This design comes from an exercise in tuning for small area, a short achievable clock period and few clock cycles per item on the open sky130 flow, not from production work.
Function was checked by simulation only, so behaviour that the tests miss may differ from the original.
Power and IR drop assume default switching activity.

**run.sh**
```bash
#!/bin/bash
# synth_recipe.tcl (not shown) runs the flow's synth.tcl, then flattens the netlist and writes it again
# the make line also repeats each setting of config.mk as NAME=value (left out here)
make -C /OpenROAD-flow-scripts/flow DESIGN_CONFIG=/design/flow/config.mk WORK_HOME=/design/flow/orfs CLKGATE_MAP_FILE= SYNTH_SCRIPT=/design/flow/synth_recipe.tcl finish
```
**config.mk**
```make
export PLATFORM = sky130hd
export DESIGN_NAME = icache_top
export DESIGN_NICKNAME = icache_top
export VERILOG_FILES = /design/flow/design.v
export SDC_FILE = /design/flow/constraint.sdc
export NUM_CORES = 4
export LEC_CHECK = 0
export CAP_MARGIN = 20
export CORE_MARGIN = 2
export CORE_UTILIZATION = 60
export SETUP_SLACK_MARGIN = 3.0
export SLEW_MARGIN = 20
export SYNTH_MEMORY_MAX_BITS = 16384
```
**constraint.sdc**
```tcl
create_clock -name core_clock -period 6.0 [get_ports {Clk}]
set_input_delay 1.2000 -clock core_clock [delete_from_list [all_inputs] [get_ports {Clk}]]
set_output_delay 1.2000 -clock core_clock [all_outputs]
set_load 0.01 [all_outputs]
```
**design.v**
```verilog
`timescale 1ns/1ps
package icache_pkg;
    localparam int ADDR_W = 32;
    localparam int WORD_W = 32;
    localparam int NUM_SETS    = 8;
    localparam int NUM_WAYS    = 4;
    localparam int BLOCK_WORDS = 4;
    localparam int MEM_CREDITS_MAX = 4;    
endpackage
`timescale 1ns/1ps
module icache_tag_array (
    input  logic        Clk,
    input  logic        arst_n,
    input  logic [2:0]  set_idx,
    input  logic [24:0] tag,
    output logic        hit,
    output logic [3:0]  hit_oh,
    input  logic        alloc,
    input  logic [2:0]  alloc_set,
    input  logic [24:0] alloc_tag,
    output logic [1:0]  victim
);
    logic [24:0] tags [8][4];
    logic [1:0]  ptr  [8];
    logic        full [8];
    logic [3:0] eq [8];
    logic [7:0] set_oh;
    assign set_oh = 8'b1 << set_idx;
    always_comb begin
        for (int s = 0; s < 8; s++)
            for (int w = 0; w < 4; w++)
                eq[s][w] = (full[s] || (2'(w) < ptr[s])) && tags[s][w] == tag;
        hit_oh = '0;
        for (int s = 0; s < 8; s++)
            hit_oh = hit_oh | ({4{set_oh[s]}} & eq[s]);
        hit = |hit_oh;
    end
    assign victim = ptr[alloc_set];
    always_ff @(posedge Clk or negedge arst_n) begin
        if (!arst_n) begin
            for (int s = 0; s < 8; s++) begin
                ptr[s]  <= '0;
                full[s] <= 1'b0;
            end
        end else if (alloc) begin
            ptr[alloc_set] <= ptr[alloc_set] + 2'd1;
            if (ptr[alloc_set] == 2'd3) full[alloc_set] <= 1'b1;
        end
    end
    always_ff @(posedge Clk) begin
        for (int s = 0; s < 8; s++)
            for (int w = 0; w < 4; w++)
                if (alloc && alloc_set == 3'(s) && victim == 2'(w)) tags[s][w] <= alloc_tag;
    end
endmodule
`timescale 1ns/1ps
module icache_data_array (
    input  logic        Clk,
    input  logic        we,
    input  logic [2:0]  wset,
    input  logic [1:0]  wway,
    input  logic [1:0]  wword,
    input  logic [31:0] wdata,
    input  logic [31:0] rrow_oh,     
    input  logic [3:0]  rway_oh,
    output logic [31:0] rdata
);
    logic [31:0] mem [32][4];        
    always_ff @(posedge Clk) begin
        for (int r = 0; r < 32; r++)
            for (int w = 0; w < 4; w++)
                if (we && {wset, wword} == 5'(r) && wway == 2'(w))
                    mem[r][w] <= wdata;
    end
    logic [31:0] way_rd [4];
    always_comb begin
        for (int w = 0; w < 4; w++) begin
            way_rd[w] = '0;
            for (int r = 0; r < 32; r++)
                way_rd[w] = way_rd[w] | ({32{rrow_oh[r]}} & mem[r][w]);
        end
        rdata = '0;
        for (int w = 0; w < 4; w++)
            rdata = rdata | ({32{rway_oh[w]}} & way_rd[w]);
    end
endmodule
`timescale 1ns/1ps
module icache_top (
    input  logic        Clk,
    input  logic        arst_n,
    input  logic        fetch_req_valid,
    input  logic [31:0] fetch_req_addr,
    input  logic        mem_credit,
    input  logic        mem_beat_valid,
    input  logic [31:0] mem_beat_data,
    output logic        fetch_rsp_valid,
    output logic [31:0] fetch_rsp_instr,
    output logic        busy,
    output logic        mem_req_valid,
    output logic [31:0] mem_req_addr
);
    logic        dv, tv, sv, busy_q;
    logic [29:0] d_addr, t_addr, s_addr;   
    logic        accept, done, d_free, t_free;
    assign accept = fetch_req_valid && !busy_q;
    assign busy   = busy_q;
    logic [1:0]  act;                      
    logic [27:0] fblk [2];                 
    logic [1:0]  fway [2];
    logic        fh, ft;                   
    logic [1:0]  bc;                       
    logic [7:0]  wmask;                    
    logic        lpf;                      
    logic [1:0]  lpk;
    logic [2:0]  credits;
    logic [27:0] t_blk, d_blk;
    logic        t_pm0, t_pm1;
    logic [3:0]  t_hit_oh;
    logic [1:0]  victim;
    logic        alloc;
    assign t_blk = t_addr[29:2];
    assign d_blk = d_addr[29:2];
    icache_tag_array u_tags (
        .Clk, .arst_n,
        .set_idx(t_blk[2:0]), .tag(t_blk[27:3]), .hit(), .hit_oh(t_hit_oh),
        .alloc, .alloc_set(d_blk[2:0]), .alloc_tag(d_blk[27:3]), .victim
    );
    assign t_pm0 = act[0] && (fblk[0] == t_blk);
    assign t_pm1 = act[1] && (fblk[1] == t_blk);
    logic        same_blk, same_set;
    logic        n_pend, n_pf;
    logic [3:0]  n_hit_oh, victim_oh, kill, inject;
    assign same_blk  = (t_blk == d_blk);
    assign same_set  = (t_blk[2:0] == d_blk[2:0]);
    assign victim_oh = 4'b0001 << victim;
    assign kill      = {4{alloc && same_set}} & victim_oh;
    assign inject    = {4{alloc && same_blk}} & victim_oh;
    assign n_hit_oh  = (t_hit_oh & ~kill) | inject;
    assign n_pend    = t_pm0 || t_pm1 || (alloc && same_blk);
    assign n_pf      = (alloc && same_blk) ? ft : t_pm1;
    logic        d_hit, d_pend, d_pf;
    assign d_hit = |d_hit_oh;
    logic [3:0]  d_hit_oh;
    logic [31:0] d_rsel;            
    logic [1:0]  k;
    logic [31:0] arr_rd;
    assign k = d_addr[1:0];
    icache_data_array u_data (
        .Clk, .we(mem_beat_valid), .wset(fblk[fh][2:0]), .wway(fway[fh]), .wword(bc),
        .wdata(mem_beat_data), .rrow_oh(d_rsel), .rway_oh(d_hit_oh), .rdata(arr_rd)
    );
    logic arrived, mask_empty, order_ok, push, r_arr, r_beat, r_fwd;
    logic       push_f;
    logic [2:0] head_pos, push_pos;
    assign arrived    = !act[d_pf] || ((d_pf == fh) && (k < bc));
    assign mask_empty = (wmask == '0);
    assign order_ok   = mask_empty || ((d_pf == lpf) && (k > lpk)) || ((d_pf != lpf) && (lpf == fh));
    always_comb begin
        alloc = 1'b0;
        push  = 1'b0;
        r_arr = 1'b0;
        if (dv) begin
            if (d_pend && !arrived) begin
                push  = order_ok;
            end else if (d_hit) begin
                r_arr = mask_empty;
            end else begin
                alloc = !act[ft] && (credits != 3'd0);
                push  = alloc;
            end
        end
    end
    assign push_f   = alloc ? ft : d_pf;
    assign push_pos = {push_f, k};
    assign done     = alloc || push || r_arr;
    assign head_pos = {fh, bc};
    assign r_beat   = mem_beat_valid && wmask[head_pos];
    assign r_fwd    = mem_beat_valid && push && !alloc && (push_pos == head_pos);
    assign d_free = !dv || done;
    assign t_free = !tv || d_free;
    always_ff @(posedge Clk or negedge arst_n) begin
        if (!arst_n) begin
            dv              <= 1'b0;
            tv              <= 1'b0;
            sv              <= 1'b0;
            busy_q          <= 1'b0;
            act             <= '0;
            fh              <= 1'b0;
            ft              <= 1'b0;
            bc              <= '0;
            wmask           <= '0;
            lpf             <= 1'b0;
            lpk             <= '0;
            credits         <= '0;
            fetch_rsp_valid <= 1'b0;
            mem_req_valid   <= 1'b0;
        end else begin
            if (d_free) dv <= tv;
            if (t_free) begin
                tv <= sv || accept;
                sv <= 1'b0;
            end else begin
                sv <= sv || accept;
            end
            busy_q <= !d_free && tv && (sv || accept);
            if (mem_credit && !alloc) begin
                if (credits != 3'(icache_pkg::MEM_CREDITS_MAX)) credits <= credits + 3'd1;
            end else if (!mem_credit && alloc) begin
                credits <= credits - 3'd1;
            end
            if (alloc) begin
                act[ft] <= 1'b1;
                ft      <= !ft;
            end
            if (mem_beat_valid) begin
                bc <= bc + 2'd1;
                if (bc == 2'd3) begin
                    act[fh] <= 1'b0;
                    fh      <= !fh;
                end
            end
            for (int i = 0; i < 8; i++) begin
                if (push && !r_fwd && push_pos == 3'(i)) wmask[i] <= 1'b1;
                else if (r_beat && head_pos == 3'(i))     wmask[i] <= 1'b0;
            end
            if (push) begin
                lpf <= push_f;
                lpk <= k;
            end
            fetch_rsp_valid <= r_beat || r_fwd || r_arr;
            mem_req_valid   <= alloc;
        end
    end
    always_ff @(posedge Clk) begin
        if (d_free) begin
            d_addr   <= t_addr;
            d_rsel   <= 32'b1 << {t_blk[2:0], t_addr[1:0]};
            d_hit_oh <= n_hit_oh;
            d_pend   <= n_pend;
            d_pf     <= n_pf;
        end
        if (t_free) t_addr <= sv ? s_addr : fetch_req_addr[31:2];
        if (!sv)    s_addr <= fetch_req_addr[31:2];
        if (alloc) begin
            mem_req_addr <= {d_blk, 4'b0};
            fblk[ft] <= d_blk;
            fway[ft] <= victim;
        end
        if (r_beat || r_fwd || r_arr) fetch_rsp_instr <= r_arr ? arr_rd : mem_beat_data;
    end
endmodule
```
==> flow_metrics.tcl, run 1 <==
set metrics [dict create \
    hpwl_mm 353 \
    grt_pass1_vias 110614 \
    postSynthAreaPerCell_sq_um 18.6 \
    ys_warn_count 9 \
    pre_cts_slack_ns 1.27 \
    drv_cap 0 \
    hold_violations 0 \
    crit_path_end_kind "register" \
    cts.sinks 5193 \
    rows 207 \
    final_common_cell "edfxtp_1" \
    cp.arrival_ns 4.11 \
    grt_antenna_before_repair 43 \
    clk_pin_slew_ns 0.06 \
    drt_iter0_markers 25107 \
    die_width_um 569 \
    n_fill_cell 19866 \
    place_congestion 0.868 \
    grt_setup_unrepaired "true" \
    drv_slew 0 \
    insertion_delay_ns 1.06 \
    cts_buffers 537 \
    synth_cell_types 68 \
    criticalPathCategory "register to register" \
    syn2layout_area_growth_pct 17.8 \
    hold_slack_ns 0.346 \
    vias 119199 \
    ant_nets 0 \
    ys.flop_type "edfxtp_1" \
    hold_buffers 0 \
    drc 0 \
    die_height_um 569 \
    syn-cell-area_sq_um 191000 \
    core-area_sq_um 318000 \
    fmaxAchievable_mhz 301 \
    grt_max_degree 86 \
    crit_path_start_kind "register" \
    most-common-layout-cells "edfxtp_1, a22oi_1, clkbuf_16, buf_4, xnor2_1" \
    regArea_sq_um 155000 \
    hold_path_class "input port to async pin" \
    finalNetCount 11346 \
    drive_gt1_frac 0.183 \
    drt-total-wl_mm 731 \
    dr.pass1.iters 9 \
    via_per_inst 7.50 \
    required_ns 6.79 \
    p_leak_uw 0.0726 \
    multi_input_area_sq_um 36900 \
    yosysSeqAreaShare 0.812 \
    die_area_sq_um 323000 \
    cts_root_buf "clkbuf_16" \
    port_buffers 129 \
    grt_pass1_wl_mm 944 \
    setup_ws_ns 2.68 \
    maxSlewHeadroom 0.238 \
    synth-edff-count 5114 \
    tritoncts "done" \
    htreeDepth 6 \
    ys_ff_latch 5193 \
    worstPathMaxFanout 5 \
    wire_per_inst_um 46.0 \
    async_flop_share 0.00944 \
    fin_tns_setup_ns 0 \
    overflow 0 \
    setup_viol 0 \
    start_util 0.602 \
    power.density_nw_per_um2 442 \
    tightest_slew_ns 1.14 \
    finClkSkew_ns 0.0545 \
    boundaryPins 136 \
    status "complete, no violations" \
    peakVddDrop_v 0.000494 \
    syn_inst 10310 \
    fin_crit_sh 0.553 \
    track_usage 0.435 \
    cts_max_path_buffers 4 \
    min_period_ns 3.32 \
]
==> cells by family after synthesis <==
family | share of synthesized area
multiplexers | 0.00332
XOR/XNOR | 0.0407
other | 0.0000196
AO/OA/AOI/OAI | 0.0939
AND/OR/NAND/NOR | 0.0355
flip-flops | 0.812
adder cells (fa/ha/maj) | 0.000889
buffers and inverters | 0.0135
==> flip-flops by register name, indices dropped and copies added, names as in the netlist, 8 cells and up <==
register / flops
d_addr: 30
d_rsel: 32
fblk: 56
fetch_rsp_instr: 32
mem_req_addr: 28
s_addr: 30
t_addr: 30
u_data.mem: 4096
u_tags.full: 8
u_tags.ptr: 16
u_tags.tags: 800
wmask: 8
==> metal layers <==
| layer | global-route usage | share of wire |
|---|---|---|
| met1 | 0.582 | 0.33 |
| met2 | 0.667 | 0.45 |
| met3 | 0.113 | 0.15 |
| met4 | 0.220 | 0.062 |
| met5 | 0 | 0.00037 |
==> synth_stat cells (4+ instances only) <==
master    instances  area (sq um)
edfxtp_1       5114        154000
a22oi_1        1536         11500
xnor2_1         469          4110
clkbuf_1        419          1570
xor2_1          419          3670
nand4_1         374          2340
nand3_1         335          1680
a22o_1          259          2270
a221oi_1        256          2240
nor2_1          180           676
o41ai_1         129          1130
nor4_1          122           763
nand2_1          94           353
buf_2            82           410
buf_1            73           274
dfrtp_1          49          1230
nor3_1           49           245
mux2_2           38           428
and2_1           34           213
buf_4            33           248
o22a_1           33           289
dfxtp_1          30           601
a21oi_1          22           110
o21ai_0          19          95.1
inv_1            15          56.3
ha_1             12           150
and3_1            9          56.3
nor2b_1           9          56.3
or2_2             9          56.3
mux2i_1           6          60.1
mux4_2            6           135
nand2b_1          6          37.5
o22ai_1           6          37.5
or4_1             5          37.5
a32o_1            4          40.0
nand3b_1          4          30.0
o311ai_0          4          35.0
o31ai_1           4          30.0
==> final timing paths <==
path	start	to	slack (ns)	cells past startpoint
max	d_rsel[0]	fetch_rsp_instr[24]	2.68	10
min	arst_n	mem_req_valid	0.35	2
max reg2reg	d_rsel[0]	fetch_rsp_instr[24]	2.68	10
min reg2reg	s_addr[19]	s_addr[19]	0.47	1
max in group asynchronous	arst_n	fh	4.95	2
min in group core_clock	s_addr[19]	s_addr[19]	0.47	1
==> layout make-up <==
cell class                      count  share of cell area
Sequential cell                  5193               0.690
Multi-Input combinational cell   4512               0.164
Clock inverter                    226             0.00667
Antenna cell                       37            0.000411
Inverter                           16            0.000289
Clock buffer                      718              0.0654
Tap cell                         4180              0.0232
Timing Repair Buffer             1004              0.0506
==> stage by stage <==
stage                     cell area [sq um]  std cells   util  total power (uW)
final                                225000      15886  0.710             99700
after global routing                 225000      15852  0.709            101000
after CTS                            223000      15739  0.702             97000
after detailed placement             201000      14510  0.634             64500
after global placement               201000      14508  0.634             64200
after floorplan                      192000      10313      -             53000
==> worst max-delay path, stage by stage, from the launching register on <==
cell,delay [ns]
edfxtp_1,0.52
buf_12,0.20
buf_6,0.11
buf_12,0.12
buf_12,0.13
a22o_1,0.23
a221oi_2,0.16
nand3_1,0.15
o41ai_4,1.00
nand3_2,0.21
o22a_1,0.23
==> where the power goes <==
| part | internal (uW) | switching, uW | total [uW] |
|---|---|---|---|
| clock | 17900 | 13600 | 31600 |
| sequential | 41700 | 750 | 42500 |
| combinational | 7160 | 18500 | 25700 |
==> timing repair <==
item / 4_1_cts / 5_1_grt
endpoints found under the setup margin: 5208 / 3256
gates cloned: 26 / 37
buffers inserted: 259 / 73
pin swaps: 135 / 158
resized for setup: 541 / 288
Testbench counts, summed over its fixed seeds: cycles 16,457, fetches 12,000.
==> run 2, diff against run 1 <==
--- a/config.mk
+++ b/config.mk
@@ -10,2 +10,4 @@
 export CORE_UTILIZATION = 60
+export CTS_CLUSTER_DIAMETER = 80
+export CTS_CLUSTER_SIZE = 30
 export SETUP_SLACK_MARGIN = 3.0
==> flow_metrics.tcl, run 2 <==
set metrics [dict create \
    status "complete, no violations" \
    fin_crit_sh 0.550 \
    tritoncts "done" \
    clkPwrFrac 0.211 \
    synth-simple-area-share 0.0355 \
    pwr-share-comb 0.300 \
    place_congestion 0.868 \
    syn_inst 10310 \
    tightest_slew_ns 1.16 \
    grt_setup_unrepaired "true" \
    post-synth-top-area-cell "edfxtp_1" \
    synth_fa_ha_area_frac 0.000889 \
    clk_pin_slew_ns 0.11 \
    finClkSkew_ns 0.0600 \
    required_ns 6.70 \
    grt_antenna_before_repair 51 \
    start_util 0.602 \
    crit_chain "buf_4 > buf_4 > buf_6 > a22oi_1 > nand4_1 > o41ai_4 > nand3_2 > o22a_1" \
    wire_per_inst_um 47.3 \
    intPower_uw 56200 \
    rows 207 \
    ys_ff_latch 5193 \
    worstPathMaxFanout 19 \
    die_width_um 569 \
    cp.arrival_ns 4.00 \
    min_period_ns 3.30 \
    max_stage_delay_ns 1.05 \
    drv_slew 0 \
    criticalPathCategory "register to register" \
    cts.sinks 5193 \
    grt_max_degree 86 \
    async_flop_share 0.00944 \
    die_height_um 569 \
    synth-edff-count 5114 \
    ys_top_cells_by_area "edfxtp_1, a22oi_1, xnor2_1" \
    final_cells 15306 \
    dr.pass1.iters 9 \
    drt-total-wl_mm 724 \
    htreeDepth 4 \
    ff2ff_setup_slack_ns 2.70 \
    power.density_nw_per_um2 401 \
    muxShareOfSynthArea 0.00332 \
    crit_top_cell "buf_4" \
    design_area_sq_um 216000 \
    syn-cell-area_sq_um 191000 \
    vias 116609 \
    largest_register_ffs 4096 \
    ys.flop_type "edfxtp_1" \
    hold_buffers 0 \
    fin_tns_setup_ns 0 \
    port_buffers 129 \
    drc 0 \
    crit_path_end_kind "register" \
    switchingPower_uw 30500 \
    p_sw_frac 0.352 \
    dpl_cell_area_sq_um 201000 \
    cts_max_path_buffers 4 \
    drt_iter0_markers 25384 \
    hold_slack_ns 0.386 \
    cts_buffers 210 \
    finalNetCount 11065 \
    boundaryPins 136 \
    fmaxAchievable_mhz 303 \
    grt_pass1_vias 107594 \
    yosys.area_share.xor_xnor 0.0407 \
    crit_path_start_kind "register" \
    yosysSeqAreaShare 0.812 \
    drive_gt1_frac 0.163 \
    hold_path_class "input port to async pin" \
    critPathBufInv 3 \
    hold_violations 0 \
    crit_family "compound AO/OA/AOI/OAI gates" \
    synth_top_area_frac 0.803 \
    die_area_sq_um 323000 \
    synth_most_common_cell "edfxtp_1" \
    sequentialPowerShare 0.489 \
    track_usage 0.431 \
    synth_compound_area_frac 0.0939 \
    reg.largest.list "u_data.mem: 4096 flops, u_tags.tags: 800 flops, fblk: 56 flops" \
    netlist_top_cells_count "edfxtp_1, a22oi_1, xnor2_1, clkbuf_1, xor2_1" \
    setup_viol 0 \
    crit_slowest_cell "o41ai_4" \
    via_per_inst 7.62 \
    ant_nets 0 \
    maxSlewHeadroom 0.224 \
    p_leak_uw 0.0681 \
    grt_pass1_wl_mm 933 \
    final_common_cell "edfxtp_1" \
    synth_top_family_by_area "compound AO/OA/AOI/OAI gates" \
    hpwl_mm 353 \
    dpl.cell_count 14510 \
    overflow 0 \
    largest-register "u_data.mem" \
    insertion_delay_ns 0.99 \
    drv_cap 0 \
    peakVddDrop_v 0.000501 \
    synth_cell_types 68 \
    syn2layout_area_growth_pct 13.1 \
    ys_warn_count 9 \
    core-area_sq_um 318000 \
    postSynthAreaPerCell_sq_um 18.6 \
    cts_root_buf "clkbuf_16" \
    most-common-layout-cells "edfxtp_1, a22oi_1, buf_4, xnor2_1, xor2_1" \
]
==> run 2: cells by family (layout without fill, tap and decap cells) <==
group,after synthesis,count (layout)
xor+xnor,888,888
compound gates,2290,2290
fa+ha+maj,13,13
other cells,1,31
mux,51,51
flops,5193,5193
simple gates,1250,1270
buf+inv,624,1390
==> run 2: repair_timing <==
action | 4_1_cts | 5_1_grt
cloned | 34 | 36
pin swaps | 142 | 151
buffers inserted | 264 | 107
setup endpoints to repair | 5210 | 2758
resized for setup | 550 | 317
==> run 2: stage by stage <==
step / power, uW / util / setup WS (ns)
after floorplan: 53000 / - / 1.91
after CTS: 83900 / 0.672 / 2.79
after global routing: 87600 / 0.681 / 2.75
final: 86700 / 0.681 / 2.70
after detailed placement: 64500 / 0.634 / 1.27
after global placement: 64200 / 0.634 / 1.39
==> run 2: power by group through the flow <==
stage                     Combinational, uW  Clock [uW]  Sequential (uW)
after floorplan                        9790           0            43200
after global placement                20700           0            43500
after detailed placement              20900           0            43500
after CTS                             23400       18100            42400
after global routing                  25900       19200            42400
final                                 26000       18300            42400
==> run 2: metal layers <==
| metal | global-route usage | share of wire |
|---|---|---|
| met1 | 0.578 | 0.33 |
| met2 | 0.666 | 0.45 |
| met3 | 0.106 | 0.15 |
| met4 | 0.214 | 0.062 |
| met5 | 0 | 0.00022 |
==> run 2: cell type report <==
class,count,area (sq um)
diodes,27,67.6
inverters,16,62.6
multi-input cells,4516,37100
clock inverters,80,807
fillers,20701,101000
flip-flops and latches,5193,155000
well taps,4180,5230
clock buffers,248,5570
repair buffers,1046,12000
==> run 2: path summary, 6_finish.rpt <==
check	startpoint	to	depth (start not counted)
worst max-delay path	d_rsel[23]	fetch_rsp_instr[24]	8
worst min register to register	s_addr[19]	s_addr[19]	1
worst min-delay path	arst_n	mem_req_valid	2
worst max register to register	d_rsel[23]	fetch_rsp_instr[24]	8
min in group core_clock	s_addr[19]	s_addr[19]	1
max in group asynchronous	arst_n	fh	2
==> run 3, diff against run 2 <==
--- a/design.v
+++ b/design.v
@@ -17,2 +17,3 @@
     output logic [3:0]  hit_oh,
+    output logic [1:0]  victim,      
     input  logic        alloc,
@@ -20,3 +21,3 @@
     input  logic [24:0] alloc_tag,
-    output logic [1:0]  victim
+    input  logic [3:0]  alloc_way_oh
 );
@@ -37,3 +38,3 @@
     end
-    assign victim = ptr[alloc_set];
+    assign victim = ptr[set_idx];
     always_ff @(posedge Clk or negedge arst_n) begin
@@ -44,5 +45,9 @@
             end
-        end else if (alloc) begin
-            ptr[alloc_set] <= ptr[alloc_set] + 2'd1;
-            if (ptr[alloc_set] == 2'd3) full[alloc_set] <= 1'b1;
+        end else begin
+            for (int s = 0; s < 8; s++) begin
+                if (alloc && alloc_set == 3'(s)) begin
+                    ptr[s] <= ptr[s] + 2'd1;
+                    if (ptr[s] == 2'd3) full[s] <= 1'b1;
+                end
+            end
         end
@@ -52,3 +57,3 @@
             for (int w = 0; w < 4; w++)
-                if (alloc && alloc_set == 3'(s) && victim == 2'(w)) tags[s][w] <= alloc_tag;
+                if (alloc && alloc_set == 3'(s) && alloc_way_oh[w]) tags[s][w] <= alloc_tag;
     end
@@ -59,9 +64,7 @@
     input  logic        we,
-    input  logic [2:0]  wset,
-    input  logic [1:0]  wway,
-    input  logic [1:0]  wword,
+    input  logic [31:0] wrow_oh,     
+    input  logic [3:0]  wway_oh,
     input  logic [31:0] wdata,
     input  logic [31:0] rrow_oh,     
-    input  logic [3:0]  rway_oh,
-    output logic [31:0] rdata
+    output logic [3:0][31:0] rdata   
 );
@@ -71,15 +74,11 @@
             for (int w = 0; w < 4; w++)
-                if (we && {wset, wword} == 5'(r) && wway == 2'(w))
+                if (we && wrow_oh[r] && wway_oh[w])
                     mem[r][w] <= wdata;
     end
-    logic [31:0] way_rd [4];
     always_comb begin
         for (int w = 0; w < 4; w++) begin
-            way_rd[w] = '0;
+            rdata[w] = '0;
             for (int r = 0; r < 32; r++)
-                way_rd[w] = way_rd[w] | ({32{rrow_oh[r]}} & mem[r][w]);
-        end
-        rdata = '0;
-        for (int w = 0; w < 4; w++)
-            rdata = rdata | ({32{rway_oh[w]}} & way_rd[w]);
+                rdata[w] = rdata[w] | ({32{rrow_oh[r]}} & mem[r][w]);
+        end
     end
@@ -119,2 +118,3 @@
     logic [1:0]  victim;
+    logic [3:0]  d_victim_oh;
     logic        alloc;
@@ -124,4 +124,4 @@
         .Clk, .arst_n,
-        .set_idx(t_blk[2:0]), .tag(t_blk[27:3]), .hit(), .hit_oh(t_hit_oh),
-        .alloc, .alloc_set(d_blk[2:0]), .alloc_tag(d_blk[27:3]), .victim
+        .set_idx(t_blk[2:0]), .tag(t_blk[27:3]), .hit(), .hit_oh(t_hit_oh), .victim,
+        .alloc, .alloc_set(d_blk[2:0]), .alloc_tag(d_blk[27:3]), .alloc_way_oh(d_victim_oh)
     );
@@ -131,6 +131,10 @@
     logic        n_pend, n_pf;
-    logic [3:0]  n_hit_oh, victim_oh, kill, inject;
+    logic [3:0]  n_hit_oh, victim_oh, kill, inject, n_victim_oh;
+    logic [1:0]  d_victim;
     assign same_blk  = (t_blk == d_blk);
     assign same_set  = (t_blk[2:0] == d_blk[2:0]);
-    assign victim_oh = 4'b0001 << victim;
+    assign victim_oh = d_victim_oh;           
+    assign d_victim  = {d_victim_oh[3] | d_victim_oh[2], d_victim_oh[3] | d_victim_oh[1]};
+    assign n_victim_oh = (alloc && same_set) ? {d_victim_oh[2:0], d_victim_oh[3]}
+                                             : 4'b0001 << victim;
     assign kill      = {4{alloc && same_set}} & victim_oh;
@@ -145,7 +149,7 @@
     logic [1:0]  k;
-    logic [31:0] arr_rd;
+    logic [3:0][31:0] arr_rd;
     assign k = d_addr[1:0];
     icache_data_array u_data (
-        .Clk, .we(mem_beat_valid), .wset(fblk[fh][2:0]), .wway(fway[fh]), .wword(bc),
-        .wdata(mem_beat_data), .rrow_oh(d_rsel), .rway_oh(d_hit_oh), .rdata(arr_rd)
+        .Clk, .we(mem_beat_valid), .wrow_oh(w_row_oh), .wway_oh(w_way_oh),
+        .wdata(mem_beat_data), .rrow_oh(d_rsel), .rdata(arr_rd)
     );
@@ -157,4 +161,4 @@
     assign order_ok   = mask_empty || ((d_pf == lpf) && (k > lpk)) || ((d_pf != lpf) && (lpf == fh));
+    assign alloc = dv && !d_hit && !act[ft] && (credits != 3'd0);
     always_comb begin
-        alloc = 1'b0;
         push  = 1'b0;
@@ -167,3 +171,2 @@
             end else begin
-                alloc = !act[ft] && (credits != 3'd0);
                 push  = alloc;
@@ -180,2 +183,18 @@
     assign t_free = !tv || d_free;
+    logic [31:0] w_row_oh;
+    logic [3:0]  w_way_oh;
+    logic        fh_n;
+    logic [1:0]  bc_n;
+    logic [2:0]  wset_n;
+    logic [1:0]  wway_n;
+    assign fh_n   = fh ^ (mem_beat_valid && bc == 2'd3);
+    assign bc_n   = bc + 2'(mem_beat_valid);
+    assign wset_n = (alloc && ft == fh_n) ? d_blk[2:0] : fblk[fh_n][2:0];
+    assign wway_n = (alloc && ft == fh_n) ? d_victim   : fway[fh_n];
+    logic [27:0] req_blk;
+    assign mem_req_addr = {req_blk, 4'b0};
+    logic        p_valid, p_arr;
+    logic [3:0]  p_way_oh;
+    logic [3:0][31:0] p_words;
+    logic [31:0] p_beat;
     always_ff @(posedge Clk or negedge arst_n) begin
@@ -195,2 +214,3 @@
             fetch_rsp_valid <= 1'b0;
+            p_valid         <= 1'b0;
             mem_req_valid   <= 1'b0;
@@ -229,3 +249,4 @@
             end
-            fetch_rsp_valid <= r_beat || r_fwd || r_arr;
+            p_valid         <= r_beat || r_fwd || r_arr;
+            fetch_rsp_valid <= p_valid;
             mem_req_valid   <= alloc;
@@ -236,2 +257,3 @@
             d_addr   <= t_addr;
+            d_victim_oh <= n_victim_oh;
             d_rsel   <= 32'b1 << {t_blk[2:0], t_addr[1:0]};
@@ -243,8 +265,20 @@
         if (!sv)    s_addr <= fetch_req_addr[31:2];
+        w_row_oh <= 32'b1 << {wset_n, bc_n};
+        w_way_oh <= 4'b1 << wway_n;
+        req_blk  <= d_blk;          
         if (alloc) begin
-            mem_req_addr <= {d_blk, 4'b0};
             fblk[ft] <= d_blk;
-            fway[ft] <= victim;
-        end
-        if (r_beat || r_fwd || r_arr) fetch_rsp_instr <= r_arr ? arr_rd : mem_beat_data;
+            fway[ft] <= d_victim;
+        end
+        p_arr    <= r_arr;
+        p_way_oh <= d_hit_oh;
+        p_words  <= arr_rd;
+        p_beat   <= mem_beat_data;
+        begin
+            fetch_rsp_instr <= p_arr ? (({32{p_way_oh[0]}} & p_words[0]) |
+                                        ({32{p_way_oh[1]}} & p_words[1]) |
+                                        ({32{p_way_oh[2]}} & p_words[2]) |
+                                        ({32{p_way_oh[3]}} & p_words[3]))
+                                     : p_beat;
+        end
     end
--- a/config.mk
+++ b/config.mk
@@ -12,3 +12,3 @@
 export CTS_CLUSTER_SIZE = 30
-export SETUP_SLACK_MARGIN = 3.0
+export SETUP_SLACK_MARGIN = 3.6
 export SLEW_MARGIN = 20
==> flow_metrics.tcl, run 3 <==
set metrics [dict create \
    postSynthAreaPerCell_sq_um 18.4 \
    multi_input_area_sq_um 37800 \
    netlist_top_cells_count "edfxtp_1, a22oi_1, xnor2_1, clkbuf_1, nand4_1" \
    cp.arrival_ns 1.56 \
    core-area_sq_um 325000 \
    fmaxAchievable_mhz 362 \
    drc 0 \
    cts_root_buf "clkbuf_16" \
    die_area_sq_um 331000 \
    track_usage 0.437 \
    regArea_sq_um 159000 \
    wire_per_inst_um 48.5 \
    ant_nets 0 \
    ys_warn_count 8 \
    tritoncts "done" \
    min_period_ns 2.76 \
    grt_setup_unrepaired "true" \
    postLayoutCoreUtil 0.672 \
    crit_path_end_kind "primary output" \
    timing.rr.start "d_rsel[2]" \
    drv_slew 27 \
    overflow 0 \
    place_congestion 0.831 \
    clkPwrFrac 0.206 \
    async_flop_share 0.00926 \
    hold_buffers 0 \
    power.density_nw_per_um2 423 \
    syn2layout_area_growth_pct 11.4 \
    p_sw_frac 0.361 \
    cts_max_path_buffers 4 \
    finClkSkew_ns 0.0615 \
    reg.largest.list "u_data.mem: 4096 flops, u_tags.tags: 800 flops, p_words: 128 flops" \
    pre_cts_slack_ns 1.95 \
    synth_top_area_frac 0.776 \
    critPathBufInv 1 \
    die_height_um 575 \
    die_width_um 575 \
    setup_ws_ns 3.24 \
    via_per_inst 7.69 \
    crit_path_start_kind "register" \
    fin_tns_setup_ns 0 \
    worst_r2r_path_depth 5 \
    criticalPathCategory "register to primary output" \
    required_ns 4.80 \
    largest-register "u_data.mem" \
    intPower_uw 58900 \
    post-synth-top-area-cell "edfxtp_1" \
    ys_ff_latch 5399 \
    port_buffers 129 \
    grt_antenna_before_repair 50 \
    sequentialPowerShare 0.488 \
    ff2ff_setup_slack_ns 3.31 \
    clk_pin_slew_ns 0.11 \
    n_fill_cell 21407 \
    maxSlewHeadroom -0.0433 \
    drv_cap 1 \
    drt_iter0_markers 24532 \
    insertion_delay_ns 1.03 \
    htreeDepth 4 \
    ys.flop_type "edfxtp_1" \
    vias 119639 \
    worstPathMaxFanout 1 \
    tightest_slew_ns 1.56 \
    final_common_cell "edfxtp_1" \
    so_faults "max-capacitance violations, max-slew violations" \
    cts.sinks 5399 \
    drt-total-wl_mm 755 \
    p_leak_uw 0.0681 \
    status "complete, but fails checks" \
    cts_buffers 215 \
    boundaryPins 136 \
    largest_register_ffs 4096 \
    drive_gt1_frac 0.137 \
    grt_max_degree 133 \
    crit_chain "buf_6" \
    hpwl_mm 318 \
    fin_crit_sh 0.461 \
    rows 209 \
    dr.pass1.iters 6 \
    finalNetCount 11119 \
    most-common-layout-cells "edfxtp_1, a22oi_1, xnor2_1, nand4_1, xor2_1" \
    start_util 0.603 \
    synth_cell_types 72 \
    peakVddDrop_v 0.000667 \
    crit_family "flip-flops" \
    hold_path_class "input port to async pin" \
    switchingPower_uw 33300 \
    grt_pass1_wl_mm 962 \
    hold_slack_ns 0.280 \
    pwr-share-comb 0.307 \
    reg2reg_to "p_words[72]" \
    synth_most_common_cell "edfxtp_1" \
    grt_pass1_vias 109578 \
    ys_top_cells_by_area "edfxtp_1, a22oi_1, dfxtp_1" \
    crit_slowest_cell "dfxtp_4" \
    hold_violations 0 \
    max_stage_delay_ns 0.42 \
    yosysSeqAreaShare 0.812 \
    syn_inst 10637 \
    syn-cell-area_sq_um 196000 \
    synth-edff-count 5058 \
    setup_viol 0 \
]
==> run 3: cell count changes after synthesis, moves of 29 or more <==
cell,before,now
xor2_1,419,368
nand3_1,335,300
a31oi_1,3,35
dfxtp_1,30,291
or4_1,5,130
nand2_1,94,59
xnor2_1,469,530
o22a_1,33,4
o41ai_1,129,2
nor2_1,180,83
and3_1,9,134
a22oi_1,1536,1600
edfxtp_1,5114,5058
==> run 3: cell type report <==
class / instances / share of cell area
Antenna cell: 45 / 0.000517
Timing Repair inverter: 1 / 0.0000344
Clock buffer: 335 / 0.0281
Multi-Input combinational cell: 4718 / 0.174
Inverter: 38 / 0.000763
Clock inverter: 55 / 0.00266
Timing Repair Buffer: 651 / 0.0399
Tap cell: 4325 / 0.0248
Sequential cell: 5399 / 0.730
==> run 3: metal layers <==
metal / vias up / part of all wire / global-route usage
met4: 46 / 0.074 / 0.255
met1: 61437 / 0.32 / 0.564
met2: 11277 / 0.45 / 0.672
met5: - / 0.00085 / 0.00230
met3: 2465 / 0.15 / 0.121
li1: 44414 / - / -
==> run 3: stage by stage <==
stage                     total power, uW  area (sq um)  instances
after floorplan                     55900        197000      10640
after global placement              67200        203000      14689
after detailed placement            67500        203000      14689
after CTS                           88700        215000      15357
after global routing                92900        218000      15532
final                               92200        218000      15567
==> run 3: timing repair <==
item                                     CTS  global route
endpoints found under the setup margin  4105          3161
pin swaps                                 72            93
endpoints found under the hold margin      0             0
cloned                                   158            61
resized for setup                        731           313
setup buffers                            120           103
==> run 3: power groups by stage <==
stage / Sequential, uW / Combinational [uW] / Clock [uW]
after global routing: 45000 / 27900 / 20000
after global placement: 45400 / 21800 / 0
final: 45000 / 28300 / 19000
after floorplan: 45100 / 10800 / 0
after detailed placement: 45500 / 22000 / 0
after CTS: 44800 / 25100 / 18800
==> run 3: logic make-up (layout without fill, tap and decap cells) <==
family | count (synthesis) | after routing | synth area share
flip-flops | 5399 | 5399 | 0.812
AO/OA/AOI/OAI | 2249 | 2249 | 0.0893
AND/OR/NAND/NOR | 1344 | 1489 | 0.0401
XOR/XNOR | 899 | 899 | 0.0403
buffers and inverters | 673 | 1080 | 0.0138
multiplexers | 46 | 51 | 0.00277
adder cells (fa/ha/maj) | 26 | 26 | 0.00170
other | 1 | 49 | 0.0000192
==> run 3: worst max-delay path by stage <==
stage	start	endpoint	cells past startpoint
after global placement	mem_beat_valid	w_row_oh[6]	7
after global routing	mem_req_valid	mem_req_valid	1
after floorplan	bc[1]	d_addr[0]	9
after CTS	mem_req_valid	mem_req_valid	1
after detailed placement	mem_beat_valid	w_row_oh[15]	7
final	fetch_rsp_instr[23]	fetch_rsp_instr[23]	1
Testbench counts of run 3, summed over its fixed seeds: cycles 16,465, fetches 12,000.
==> run 4, diff against run 3 <==
--- a/design.v
+++ b/design.v
@@ -104,3 +104,2 @@
     assign accept = fetch_req_valid && !busy_q;
-    assign busy   = busy_q;
     logic [1:0]  act;                      
@@ -213,5 +212,3 @@
             credits         <= '0;
-            fetch_rsp_valid <= 1'b0;
             p_valid         <= 1'b0;
-            mem_req_valid   <= 1'b0;
         end else begin
@@ -250,4 +247,2 @@
             p_valid         <= r_beat || r_fwd || r_arr;
-            fetch_rsp_valid <= p_valid;
-            mem_req_valid   <= alloc;
         end
@@ -272,2 +267,5 @@
         end
+        busy            <= !d_free && tv && (sv || accept);
+        fetch_rsp_valid <= p_valid;
+        mem_req_valid   <= alloc;
         p_arr    <= r_arr;
==> flow_metrics.tcl, run 4 <==
set metrics [dict create \
    async_flop_share 0.00889 \
    worstPathMaxFanout 6 \
    track_usage 0.450 \
    reg.largest.list "u_data.mem: 4096 flops, u_tags.tags: 800 flops, p_words: 128 flops" \
    drive_gt1_frac 0.143 \
    drv_slew 0 \
    syn_inst 10627 \
    crit_path_end_kind "register" \
    die_height_um 575 \
    syn2layout_area_growth_pct 11.9 \
    most-common-layout-cells "edfxtp_1, a22oi_1, xnor2_1, nand4_1, xor2_1" \
    hold_path_class "register to register" \
    drc 0 \
    cts_max_path_buffers 4 \
    core-area_sq_um 325000 \
    synth_most_common_cell "edfxtp_1" \
    hold_buffers 0 \
    start_util 0.603 \
    ant_nets 0 \
    drt_iter0_markers 24551 \
    finalNetCount 11226 \
    htreeDepth 4 \
    setup_viol 0 \
    hold_violations 0 \
    worstSetupStartpoint "t_addr[3]" \
    postSynthAreaPerCell_sq_um 18.4 \
    drt-total-wl_mm 774 \
    wire_per_inst_um 49.3 \
    ys_ff_latch 5400 \
    tritoncts "done" \
    die_width_um 575 \
    rows 209 \
    cp.arrival_ns 3.53 \
    peakVddDrop_v 0.000481 \
    dr.pass1.iters 8 \
    synth_top_area_frac 0.776 \
    crit_path_start_kind "register" \
    grt_setup_unrepaired "true" \
    boundaryPins 136 \
    power.density_nw_per_um2 424 \
    ys_top_cells_by_area "edfxtp_1, a22oi_1, dfxtp_1" \
    status "complete, no violations" \
    yosysSeqAreaShare 0.812 \
    insertion_delay_ns 0.99 \
    synth_cell_types 69 \
    maxSlewHeadroom 0.0882 \
    min_period_ns 2.71 \
    via_per_inst 7.78 \
    ys.flop_type "edfxtp_1" \
    synth-edff-count 5058 \
    place_congestion 0.849 \
    hold_path_startpoint "p_valid" \
    syn-cell-area_sq_um 196000 \
    port_buffers 129 \
    design_area_sq_um 219000 \
    p_leak_uw 0.0686 \
    dpl_cell_area_sq_um 203000 \
    grt_pass1_vias 110464 \
    overflow 0 \
    final_common_cell "edfxtp_1" \
    grt_max_degree 128 \
    criticalPathCategory "register to register" \
    cts_root_buf "clkbuf_16" \
    timing.rr.start "t_addr[3]" \
    cts_buffers 211 \
    tightest_slew_ns 1.37 \
    grt_antenna_before_repair 48 \
    netlist_top_cells_count "edfxtp_1, a22oi_1, xnor2_1, clkbuf_1, nand4_1" \
    fin_tns_setup_ns 0 \
    grt_pass1_wl_mm 985 \
    drv_cap 0 \
    vias 122211 \
    fin_crit_sh 0.452 \
    finClkSkew_ns 0.0491 \
    cts.sinks 5400 \
    clk_pin_slew_ns 0.12 \
    hpwl_mm 323 \
    ys_warn_count 8 \
    fmaxAchievable_mhz 369 \
    largest_register_ffs 4096 \
    die_area_sq_um 331000 \
    required_ns 6.81 \
    post-synth-top-area-cell "edfxtp_1" \
    largest-register "u_data.mem" \
]
-- run 4: cell families after synthesis --
kind of cell,share of synthesized area
multiplexers,0.00282
AO/OA/AOI/OAI,0.0891
other,0.0000192
AND/OR/NAND/NOR,0.0402
XOR/XNOR,0.0403
flip-flops,0.812
buffers and inverters,0.0138
adder cells (fa/ha/maj),0.00170
-- run 4: timing repair --
action                                  in CTS  in global routing
cloned                                     201                 75
gates resized for setup                    799                303
pin swaps                                  101                 78
setup buffers                              176                 80
endpoints found under the setup margin    4869               4557
-- run 4: critical path: stages, from the launching register on --
cell      delay [ns]
edfxtp_1        0.40
buf_4           0.20
buf_4           0.17
or3b_4          0.53
nor4_4          0.32
nand4_1         0.21
o22ai_4         0.37
nor3_1          0.15
a31oi_1         0.20
-- run 4: where the power goes --
part | internal [uW] | switching, uW
logic | 8410 | 20100
registers | 43500 | 1890
clock network | 7440 | 11500
-- run 4: routing by layer --
metal / track usage / wire, um / up-vias
met5: 0 / 462 / -
met2: 0.684 / 346000 / 12136
met4: 0.295 / 62200 / 34
li1: - / - / 44751
met1: 0.569 / 247000 / 62639
met3: 0.130 / 119000 / 2651
-- run 4: final timing paths --
path,to,slack (ns),cells past startpoint
min in group asynchronous,sv,0.38,2
max in group asynchronous,bc[0],4.97,2
min,fetch_rsp_valid,0.36,0
max,d_hit_oh[0],3.29,8
max reg2reg,d_hit_oh[0],3.29,8
min reg2reg,fetch_rsp_valid,0.36,0
-- run 4: layout make-up --
class	instances	area [sq um]
inverters	38	164
fillers	21269	105000
clock inverters	46	577
multi-input cells	4762	38400
diodes	72	180
flip-flops and latches	5400	159000
well taps	4325	5410
repair buffers	718	9280
clock buffers	343	6050
-- run 4: through the flow --
step	utilization	worst slack [ns]	total power, uW	hold slack, ns	instances
2_1_floorplan	-	2.87	55900	0.324	10630
3_3_place_gp	0.626	2.01	67100	0.330	14702
3_5_place_dp	0.626	1.96	67400	0.339	14703
4_1_cts	0.665	3.30	89400	0.364	15469
5_1_grt	0.675	3.26	93300	0.383	15642
6_report	0.675	3.29	92800	0.361	15704
Testbench counts of run 4, summed over its fixed seeds: cycles 16,465, fetches 12,000.
==> run 5, diff against run 4 <==
--- a/config.mk
+++ b/config.mk
@@ -11,3 +11,3 @@
 export CTS_CLUSTER_DIAMETER = 80
-export CTS_CLUSTER_SIZE = 30
+export CTS_CLUSTER_SIZE = 24
 export SETUP_SLACK_MARGIN = 3.6
==> flow_metrics.tcl, run 5 <==
set metrics [dict create \
    start_util 0.603 \
    drt_iter0_markers 24962 \
    fin_tns_setup_ns 0 \
    syn_inst 10627 \
    most-common-layout-cells "edfxtp_1, a22oi_1, xnor2_1, nand4_1, xor2_1" \
    fmaxAchievable_mhz 373 \
    required_ns 6.59 \
    final_common_cell "edfxtp_1" \
    cts_max_path_buffers 4 \
    largest-register "u_data.mem" \
    htreeDepth 5 \
    largest_register_ffs 4096 \
    grt_setup_unrepaired "true" \
    reg2reg_to "u_data.mem[23][26]" \
    worst_r2r_path_depth 1 \
    wire_per_inst_um 49.1 \
    cp.arrival_ns 3.27 \
    criticalPathCategory "register to register" \
    crit_path_end "u_data.mem[23][26]" \
    ant_nets 0 \
    async_flop_share 0.00889 \
    clk_pin_slew_ns 0.10 \
    tightest_slew_ns 1.35 \
    synth_cell_types 69 \
    worstPathMaxFanout 16 \
    tritoncts "done" \
    synth_top_area_frac 0.776 \
    syn-cell-area_sq_um 196000 \
    ys_top_cells_by_area "edfxtp_1, a22oi_1, dfxtp_1" \
    power.density_nw_per_um2 429 \
    maxSlewHeadroom 0.102 \
    crit_chain "and3_2" \
    core-area_sq_um 325000 \
    netlist_top_cells_count "edfxtp_1, a22oi_1, xnor2_1, clkbuf_1, nand4_1" \
    critPathBufInv 0 \
    vias 122764 \
    crit_family "flip-flops" \
    hold_path_startpoint "p_valid" \
    crit_slowest_cell "dfxtp_1" \
    worstSetupStartpoint "w_row_oh[5]" \
    hold_violations 0 \
    max_stage_delay_ns 1.20 \
    peakVddDrop_v 0.000496 \
    hold_slack_ns 0.357 \
    drc 0 \
    postSynthAreaPerCell_sq_um 18.4 \
    ff2ff_setup_slack_ns 3.32 \
    crit_path_start_kind "register" \
    fin_crit_sh 0.447 \
    ys_warn_count 8 \
    syn2layout_area_growth_pct 13.1 \
    finClkSkew_ns 0.0646 \
    hpwl_mm 323 \
    reg.largest.list "u_data.mem: 4096 flops, u_tags.tags: 800 flops, p_words: 128 flops" \
    rows 209 \
    port_buffers 129 \
    drv_slew 0 \
    place_congestion 0.849 \
    finalNetCount 11347 \
    cts_root_buf "clkbuf_16" \
    setup_viol 0 \
    timing.rr.start "w_row_oh[5]" \
    boundaryPins 136 \
    drive_gt1_frac 0.149 \
    status "complete, no violations" \
    grt_pass1_vias 111534 \
    yosysSeqAreaShare 0.812 \
    synth_most_common_cell "edfxtp_1" \
    overflow 0 \
    insertion_delay_ns 0.99 \
    cts.sinks 5400 \
    die_width_um 575 \
    synth-edff-count 5058 \
    die_area_sq_um 331000 \
    grt_antenna_before_repair 54 \
    ys_ff_latch 5400 \
    drt-total-wl_mm 778 \
    hold_path_class "register to register" \
    via_per_inst 7.76 \
    drv_cap 0 \
    cp.depth 1 \
    cts_buffers 265 \
    n_fill_cell 21052 \
    track_usage 0.452 \
    ys.flop_type "edfxtp_1" \
    die_height_um 575 \
    p_leak_uw 0.0696 \
    post-synth-top-area-cell "edfxtp_1" \
    min_period_ns 2.68 \
    crit_path_end_kind "register" \
    dr.pass1.iters 7 \
    grt_pass1_wl_mm 990 \
    grt_max_degree 125 \
]
## run 5: changes by cell type in the layout (fill, tap and decap cells not counted), moves of 7 or more
cell / previous run / this run
bufbuf_16: 32 / 25
nor4_2: 41 / 29
buf_12: 115 / 157
diode_2: 72 / 59
clkbuf_16: 243 / 303
and2_4: 122 / 129
inv_6: 14 / 6
clkbuf_1: 116 / 155
buf_16: 34 / 49
nor4_1: 75 / 90
## run 5: cell type report
class | count | area [sq um] | area share
inverter | 38 | 169 | 0.000763
timing repair buffer | 779 | 10400 | 0.0471
clock buffer | 440 | 7680 | 0.0347
multi-input combinational | 4768 | 38300 | 0.173
sequential | 5400 | 159000 | 0.719
antenna | 59 | 148 | 0.000667
tap | 4325 | 5410 | 0.0244
clock inverter | 18 | 213 | 0.000961
## run 5: how the worst min path moves through the flow
stage | endpoint | depth (start not counted)
2_1_floorplan | fetch_rsp_valid | 0
6_report | fetch_rsp_valid | 0
3_3_place_gp | fetch_rsp_valid | 0
5_1_grt | fetch_rsp_valid | 0
3_5_place_dp | fetch_rsp_valid | 0
4_1_cts | fetch_rsp_valid | 0
## run 5: power breakdown
part / internal (uW) / switching (uW) / total, uW
registers: 43500 / 1860 / 45300
clock network: 9030 / 11800 / 20800
logic: 8530 / 20300 / 28800
## run 5: metal layers
layer  vias up  share of wire  routed length, um  global-route usage
met5         -        0.00051                396                   0
met4        24          0.083              64900               0.294
met3      2754           0.15             120000               0.134
met2     11956           0.44             344000               0.688
met1     63010           0.32             249000               0.569
li1      45020              -                  -                   -
## run 5: metrics by stage
step	instances	util	worst slack (ns)	total power (uW)	area, sq um
CTS	15581	0.671	3.23	91500	218000
finish	15827	0.682	3.32	95000	221000
global route	15772	0.682	3.29	95500	221000
detailed placement	14703	0.626	1.96	67400	203000
global placement	14702	0.626	2.01	67100	203000
floorplan	10630	-	2.87	55900	197000
## run 5: cells by family (layout without fill, tap and decap cells)
| group | count (synthesis) | in the layout | synth area share |
|---|---|---|---|
| xor+xnor | 899 | 899 | 0.0403 |
| simple gates | 1340 | 1547 | 0.0402 |
| other cells | 1 | 63 | 0.0000192 |
| fa+ha+maj | 26 | 26 | 0.00170 |
| compound gates | 2242 | 2242 | 0.0891 |
| flops | 5400 | 5400 | 0.812 |
| buf+inv | 672 | 1275 | 0.0138 |
| mux | 47 | 50 | 0.00282 |
## run 5: repair_timing
item	CTS	global route
setup endpoints to repair	4855	4758
pin swaps	106	55
buffers inserted	202	113
gates cloned	218	67
hold buffers	0	0
gates resized for setup	808	285
==> run 6, diff against run 5 <==
--- a/design.v
+++ b/design.v
@@ -113,2 +113,5 @@
     logic [2:0]  credits;
+    logic        cred_ok, slot_free;
+    logic [1:0]  act_n;
+    logic        ft_n;
     logic [27:0] t_blk, d_blk;
@@ -160,3 +163,3 @@
     assign order_ok   = mask_empty || ((d_pf == lpf) && (k > lpk)) || ((d_pf != lpf) && (lpf == fh));
-    assign alloc = dv && !d_hit && !act[ft] && (credits != 3'd0);
+    assign alloc = dv && !d_hit && slot_free && cred_ok;
     always_comb begin
@@ -192,2 +195,8 @@
     assign wway_n = (alloc && ft == fh_n) ? d_victim   : fway[fh_n];
+    always_comb begin
+        act_n = act;
+        if (alloc) act_n[ft] = 1'b1;
+        if (mem_beat_valid && bc == 2'd3) act_n[fh] = 1'b0;
+    end
+    assign ft_n = ft ^ alloc;
     logic [27:0] req_blk;
@@ -212,2 +221,4 @@
             credits         <= '0;
+            cred_ok         <= 1'b0;
+            slot_free       <= 1'b1;
             p_valid         <= 1'b0;
@@ -227,2 +238,5 @@
             end
+            if (mem_credit && !alloc)      cred_ok <= 1'b1;
+            else if (!mem_credit && alloc) cred_ok <= (credits != 3'd1);
+            slot_free <= !act_n[ft_n];
             if (alloc) begin
--- a/config.mk
+++ b/config.mk
@@ -12,3 +12,3 @@
 export CTS_CLUSTER_SIZE = 24
-export SETUP_SLACK_MARGIN = 3.6
+export SETUP_SLACK_MARGIN = 3.3
 export SLEW_MARGIN = 20
==> flow_metrics.tcl, run 6 <==
set metrics [dict create \
    status "complete, no violations" \
    grt_antenna_before_repair 23 \
    tritoncts "done" \
    track_usage 0.406 \
    vias 113886 \
    critPathBufInv 3 \
    p_leak_uw 0.0663 \
    max_stage_delay_ns 0.50 \
    cts_buffers 265 \
    timing.rr.start "d_rsel[4]" \
    synth_fa_ha_area_frac 0.00211 \
    reg.largest.list "u_data.mem: 4096 flops, u_tags.tags: 800 flops, p_words: 128 flops" \
    crit_path_end_kind "register" \
    place_congestion 0.849 \
    crit_slowest_cell "or4_1" \
    syn_inst 10642 \
    drive_gt1_frac 0.103 \
    yosysSeqAreaShare 0.812 \
    start_util 0.604 \
    cp.arrival_ns 3.64 \
    dpl_cell_area_sq_um 204000 \
    min_period_ns 2.79 \
    fin_tns_setup_ns 0 \
    finClkSkew_ns 0.0381 \
    crit_top_cell "buf_12" \
    grt_setup_unrepaired "true" \
    die_height_um 575 \
    ff2ff_setup_slack_ns 3.21 \
    setup_viol 0 \
    design_area_sq_um 213000 \
    grt_max_degree 96 \
    synth_compound_area_frac 0.0894 \
    synth-edff-count 5058 \
    ant_nets 0 \
    cts_max_path_buffers 4 \
    largest-register "u_data.mem" \
    fmaxAchievable_mhz 359 \
    drv_cap 0 \
    hold_slack_ns 0.355 \
    via_per_inst 7.39 \
    muxShareOfSynthArea 0.00270 \
    syn2layout_area_growth_pct 8.75 \
    clk_pin_slew_ns 0.09 \
    hold_path_startpoint "p_valid" \
    ys_ff_latch 5402 \
    dpl.cell_count 14822 \
    wire_per_inst_um 44.1 \
    worst_r2r_path_depth 7 \
    boundaryPins 136 \
    grt_pass1_vias 107488 \
    criticalPathCategory "register to register" \
    drt_iter0_markers 21024 \
    postSynthAreaPerCell_sq_um 18.4 \
    synth_cell_types 76 \
    port_buffers 129 \
    finalPower_uw 97400 \
    synth_top_family_by_area "compound AO/OA/AOI/OAI gates" \
    maxSlewHeadroom 0.207 \
    synth-simple-area-share 0.0402 \
    worstPathMaxFanout 65 \
    core-area_sq_um 325000 \
    crit_path_start_kind "register" \
    die_width_um 575 \
    htreeDepth 5 \
    cts.sinks 5402 \
    post-synth-top-area-cell "edfxtp_1" \
    synth_most_common_cell "edfxtp_1" \
    hold_path_class "register to register" \
    fin_crit_sh 0.464 \
    largest_register_ffs 4096 \
    hold_buffers 0 \
    drc 0 \
    ys_top_cells_by_area "edfxtp_1, a22oi_1, dfxtp_1" \
    dr.pass1.iters 8 \
    grt_pass1_wl_mm 909 \
    drv_slew 0 \
    crit_chain "buf_12 > buf_12 > buf_4 > a22o_1 > a221oi_1 > nand3_1 > or4_1" \
    syn-cell-area_sq_um 196000 \
    netlist_top_cells_count "edfxtp_1, a22oi_1, xnor2_1, clkbuf_1, nand4_1" \
    final_common_cell "edfxtp_1" \
    cts_root_buf "clkbuf_16" \
    most-common-layout-cells "edfxtp_1, a22oi_1, xnor2_1, nand4_1, buf_4" \
    yosys.area_share.xor_xnor 0.0402 \
    tightest_slew_ns 1.19 \
    ys.flop_type "edfxtp_1" \
    reg2reg_to "p_words[24]" \
    insertion_delay_ns 0.98 \
    overflow 0 \
    hold_violations 0 \
    peakVddDrop_v 0.000799 \
    synth_top_area_frac 0.775 \
    hpwl_mm 345 \
    drt-total-wl_mm 680 \
    crit_family "buffers and inverters" \
    worstSetupStartpoint "d_rsel[4]" \
    rows 209 \
    worstHoldPathCells 0 \
    finalNetCount 10973 \
    die_area_sq_um 331000 \
    worstHoldEndpoint "fetch_rsp_valid" \
    ys_warn_count 8 \
    required_ns 6.86 \
    final_cells 15412 \
    power.density_nw_per_um2 457 \
    async_flop_share 0.00926 \
]
## run 6: power breakdown
part	total (uW)	internal [uW]	switching, uW	leakage [uW]
logic	31100	8040	23100	0.0139
clock network	20600	8950	11700	0.00377
registers	45700	44100	1580	0.0486
total	97400	61100	36300	0.0663
## run 6: cell families (layout without fill, tap and decap cells)
group,Yosys count,in the layout
buffers and inverters,664,1067
xor gates and xnor gates,900,900
DFF,5402,5402
AOI/OAI and AO/OA,2247,2247
other,1,22
and+or+nand+nor,1350,1371
adders and majority gates,33,33
muxes,45,45
## run 6: timing repair
action	in CTS	in global routing
buffers inserted	52	31
gates cloned	12	12
endpoints found under the setup margin	2155	830
gates resized for setup	443	59
pin swaps	13	10
## run 6: worst register-to-register path: cells and delay by family (launching register included)
| kind | cells | cell delay [ns] |
|---|---|---|
| AO/OA/AOI/OAI | 2 | 0.49 |
| AND/OR/NAND/NOR | 2 | 0.64 |
| buffers and inverters | 3 | 1.13 |
| flip-flops | 1 | 0.43 |
## run 6: stage by stage
step	setup slack, ns	utilization
after global routing	3.26	0.656
after CTS	3.05	0.655
after floorplan	2.67	-
after detailed placement	1.83	0.628
final	3.21	0.656
after global placement	1.85	0.627
## run 6: per-layer routing
| layer | share of wire | vias up | track usage |
|---|---|---|---|
| li1 | - | 43835 | - |
| met1 | 0.35 | 59750 | 0.546 |
| met2 | 0.48 | 8893 | 0.656 |
| met3 | 0.12 | 1400 | 0.0818 |
| met4 | 0.049 | 8 | 0.167 |
| met5 | 0.000078 | - | 0 |
## run 6: how the worst max path moves through the flow
stage	endpoint	cells after the start
floorplan	d_addr[0]	9
global placement	u_data.mem[91][2]	4
detailed placement	u_tags.tags[31][8]	7
CTS	d_hit_oh[1]	7
global route	p_words[24]	7
finish	p_words[24]	7
## run 6: layout make-up
| cell class | instances | area, sq um |
|---|---|---|
| flip-flops and latches | 5402 | 159000 |
| fillers | 22150 | 111000 |
| multi-input cells | 4600 | 35200 |
| clock buffers | 447 | 7740 |
| well taps | 4325 | 5410 |
| repair buffers | 563 | 5270 |
| inverters | 39 | 164 |
| clock inverters | 18 | 134 |
| diodes | 18 | 45.0 |
Testbench counts of run 6, summed over its fixed seeds: cycles 16,465, fetches 12,000.
==> run 7, diff against run 6 <==
--- a/config.mk
+++ b/config.mk
@@ -12,3 +12,3 @@
 export CTS_CLUSTER_SIZE = 24
-export SETUP_SLACK_MARGIN = 3.3
+export SETUP_SLACK_MARGIN = 3.6
 export SLEW_MARGIN = 20
==> flow_metrics.tcl, run 7 <==
set metrics [dict create \
    status "complete, no violations" \
    drv_slew 0 \
    largest-register "u_data.mem" \
    hold_buffers 0 \
    design_area_sq_um 219000 \
    die_height_um 575 \
    ys.flop_type "edfxtp_1" \
    fin_tns_setup_ns 0 \
    cts_root_buf "clkbuf_16" \
    grt_setup_unrepaired "true" \
    ys_top_cells_by_area "edfxtp_1, a22oi_1, dfxtp_1" \
    finalNetCount 11210 \
    drt-total-wl_mm 736 \
    synth-simple-area-share 0.0402 \
    grt_antenna_before_repair 46 \
    setup_viol 0 \
    synth_most_common_cell "edfxtp_1" \
    syn_inst 10642 \
    drive_gt1_frac 0.136 \
    hold_path_class "input port to async pin" \
    dpl.cell_count 14816 \
    crit_family "compound AO/OA/AOI/OAI gates" \
    yosysSeqAreaShare 0.812 \
    ys_ff_latch 5402 \
    worstPathMaxFanout 4 \
    htreeDepth 5 \
    most-common-layout-cells "edfxtp_1, a22oi_1, xnor2_1, buf_4, nand4_1" \
    crit_slowest_cell "dfrtp_1" \
    muxShareOfSynthArea 0.00270 \
    hpwl_mm 349 \
    final_cells 15648 \
    crit_path_start_kind "register" \
    boundaryPins 136 \
    max_stage_delay_ns 0.59 \
    dpl_cell_area_sq_um 204000 \
    core-area_sq_um 325000 \
    drt_iter0_markers 23937 \
    rows 209 \
    cts.sinks 5402 \
    netlist_top_cells_count "edfxtp_1, a22oi_1, xnor2_1, clkbuf_1, nand4_1" \
    ys_warn_count 8 \
    grt_max_degree 131 \
    insertion_delay_ns 0.97 \
    via_per_inst 7.53 \
    crit_top_cell "nor4_2" \
    die_area_sq_um 331000 \
    start_util 0.604 \
    fin_crit_sh 0.448 \
    crit_path_end_kind "register" \
    fmaxAchievable_mhz 372 \
    grt_pass1_vias 109443 \
    syn2layout_area_growth_pct 11.7 \
    regArea_sq_um 159000 \
    finClkSkew_ns 0.0467 \
    port_buffers 129 \
    reg.largest.list "u_data.mem: 4096 flops, u_tags.tags: 800 flops, p_words: 128 flops" \
    drc 0 \
    ant_nets 0 \
    hold_violations 0 \
    synth_compound_area_frac 0.0894 \
    cp.arrival_ns 3.42 \
    min_period_ns 2.69 \
    cts_buffers 265 \
    critPathBufInv 1 \
    clk_pin_slew_ns 0.10 \
    synth_top_family_by_area "compound AO/OA/AOI/OAI gates" \
    overflow 0 \
    place_congestion 0.853 \
    maxSlewHeadroom 0.175 \
    p_leak_uw 0.0688 \
    n_fill_cell 21411 \
    hold_slack_ns 0.395 \
    tightest_slew_ns 1.24 \
    cts_max_path_buffers 4 \
    postSynthAreaPerCell_sq_um 18.4 \
    syn-cell-area_sq_um 196000 \
    peakVddDrop_v 0.000792 \
    criticalPathCategory "register to register" \
    required_ns 6.73 \
    dr.pass1.iters 8 \
    die_width_um 575 \
    drv_cap 0 \
    final_common_cell "edfxtp_1" \
    wire_per_inst_um 47.0 \
    synth-edff-count 5058 \
    async_flop_share 0.00926 \
    post-synth-top-area-cell "edfxtp_1" \
    yosys.area_share.xor_xnor 0.0402 \
    synth_top_area_frac 0.775 \
    multi_input_area_sq_um 36300 \
    synth_cell_types 76 \
    synth_fa_ha_area_frac 0.00211 \
    vias 117756 \
    finalPower_uw 105000 \
    largest_register_ffs 4096 \
    grt_pass1_wl_mm 950 \
    track_usage 0.429 \
    crit_chain "inv_1 > ha_1 > a2111oi_1 > nand4_1 > nor4_2 > nor4_2 > a31oi_2" \
    tritoncts "done" \
    power.density_nw_per_um2 479 \
]
run 7: cell count changes in the layout (fill, tap and decap cells not counted), moves of 23 or more:
cell and delta:
buf_12 +29, nor4_2 +25, a221oi_1 -28, buf_6 +67, a221oi_2 +27, and3_2 -36, buf_4 +67, nor4_1 -38
bufbuf_16 +31, and3_4 +37, buf_16 +46, buf_2 -23
run 7: routing by layer:
metal,GRT usage,wire length (um)
met5,0,393
met2,0.667,337000
met4,0.230,49000
met1,0.562,245000
met3,0.109,105000
run 7: metrics by stage:
stage / utilization / setup slack, ns
floorplan: - / 2.67
global placement: 0.627 / 1.65
detailed placement: 0.628 / 1.86
CTS: 0.667 / 3.28
global route: 0.674 / 3.30
finish: 0.674 / 3.31
run 7: final timing paths:
kind                             startpoint     endpoint  slack (ns)  depth (start not counted)
max                        u_tags.ptr[5][1]  d_hit_oh[0]        3.31                          7
min                                  arst_n           sv        0.40                          2
max reg2reg                u_tags.ptr[5][1]  d_hit_oh[0]        3.31                          7
min reg2reg                     d_hit_oh[0]  p_way_oh[0]        0.45                          0
max in group asynchronous            arst_n        bc[0]        4.94                          2
min in group core_clock         d_hit_oh[0]  p_way_oh[0]        0.45                          0
run 7: logic make-up (layout without fill, tap and decap cells):
logic type,Yosys count,after routing
flip-flops,5402,5402
AO/OA/AOI/OAI,2247,2247
other,1,28
adder cells (fa/ha/maj),33,33
multiplexers,45,45
XOR/XNOR,900,900
AND/OR/NAND/NOR,1350,1359
buffers and inverters,664,1309
run 7: what timing repair did:
item | CTS | global route
pin swaps | 48 | 84
resized for setup | 719 | 251
setup endpoints to repair | 3280 | 1289
setup buffers | 179 | 88
hold endpoints to repair | 0 | 0
gates cloned | 60 | 22
run 7: report_power, final:
part	internal, uW	leakage [uW]	switching (uW)
combinational	11600	0.0165	26900
clock	9020	0.00378	11800
sequential	44100	0.0486	1550
run 7: cell type report:
type	count	share of cell area
Timing Repair Buffer	812	0.0454
Inverter	39	0.000755
Sequential cell	5402	0.727
Multi-Input combinational cell	4588	0.166
Antenna cell	24	0.000274
Clock inverter	15	0.000772
Tap cell	4325	0.0247
Clock buffer	443	0.0352

-- what the ideal ports hide --
No port has a modelled driver above. Below, the same layouts with a new extraction and two added sets of constraints. Step 1 (the two cells are an assumption about what drives the block):
set clk [get_ports {Clk}]
set_driving_cell -lib_cell sky130_fd_sc_hd__clkbuf_16 $clk
set_driving_cell -lib_cell sky130_fd_sc_hd__buf_2 [delete_from_list [all_inputs] $clk]
Step 2 times the ports against the registers' clock, not the clock port: input delays grow and output delays shrink by t, the midpoint of the rising clock arrivals with the driver on. Three values: ideal, step 1, step 2; two values: the first two.
run	shift t [ns]	setup slack, ns	worst setup path at the end	slew at the worst register clock pin (ns)	worst slew at a driven data input, ns
run 1	1.153	2.682 / 2.682 / 1.729	input to register	0.07 / 0.07	0.23
run 2	1.085	2.700 / 2.700 / 1.658	input to register	0.12 / 0.12	0.24
run 3	1.114	3.236 / 3.119 / 2.398	input to register	0.12 / 0.12	0.18
run 4	1.079	3.286 / 3.258 / 2.443	input to register	0.12 / 0.12	0.23
run 5	1.086	3.318 / 3.254 / 2.433	input to register	0.10 / 0.10	0.21
run 6	1.066	3.214 / 3.214 / 2.246	input to register	0.10 / 0.10	0.29
run 7	1.050	3.313 / 3.220 / 2.198	input to register	0.10 / 0.10	0.54
The setup slack of run 7, which loses most, moves by -0.093 ns with the drivers and by -1.115 ns with both steps.
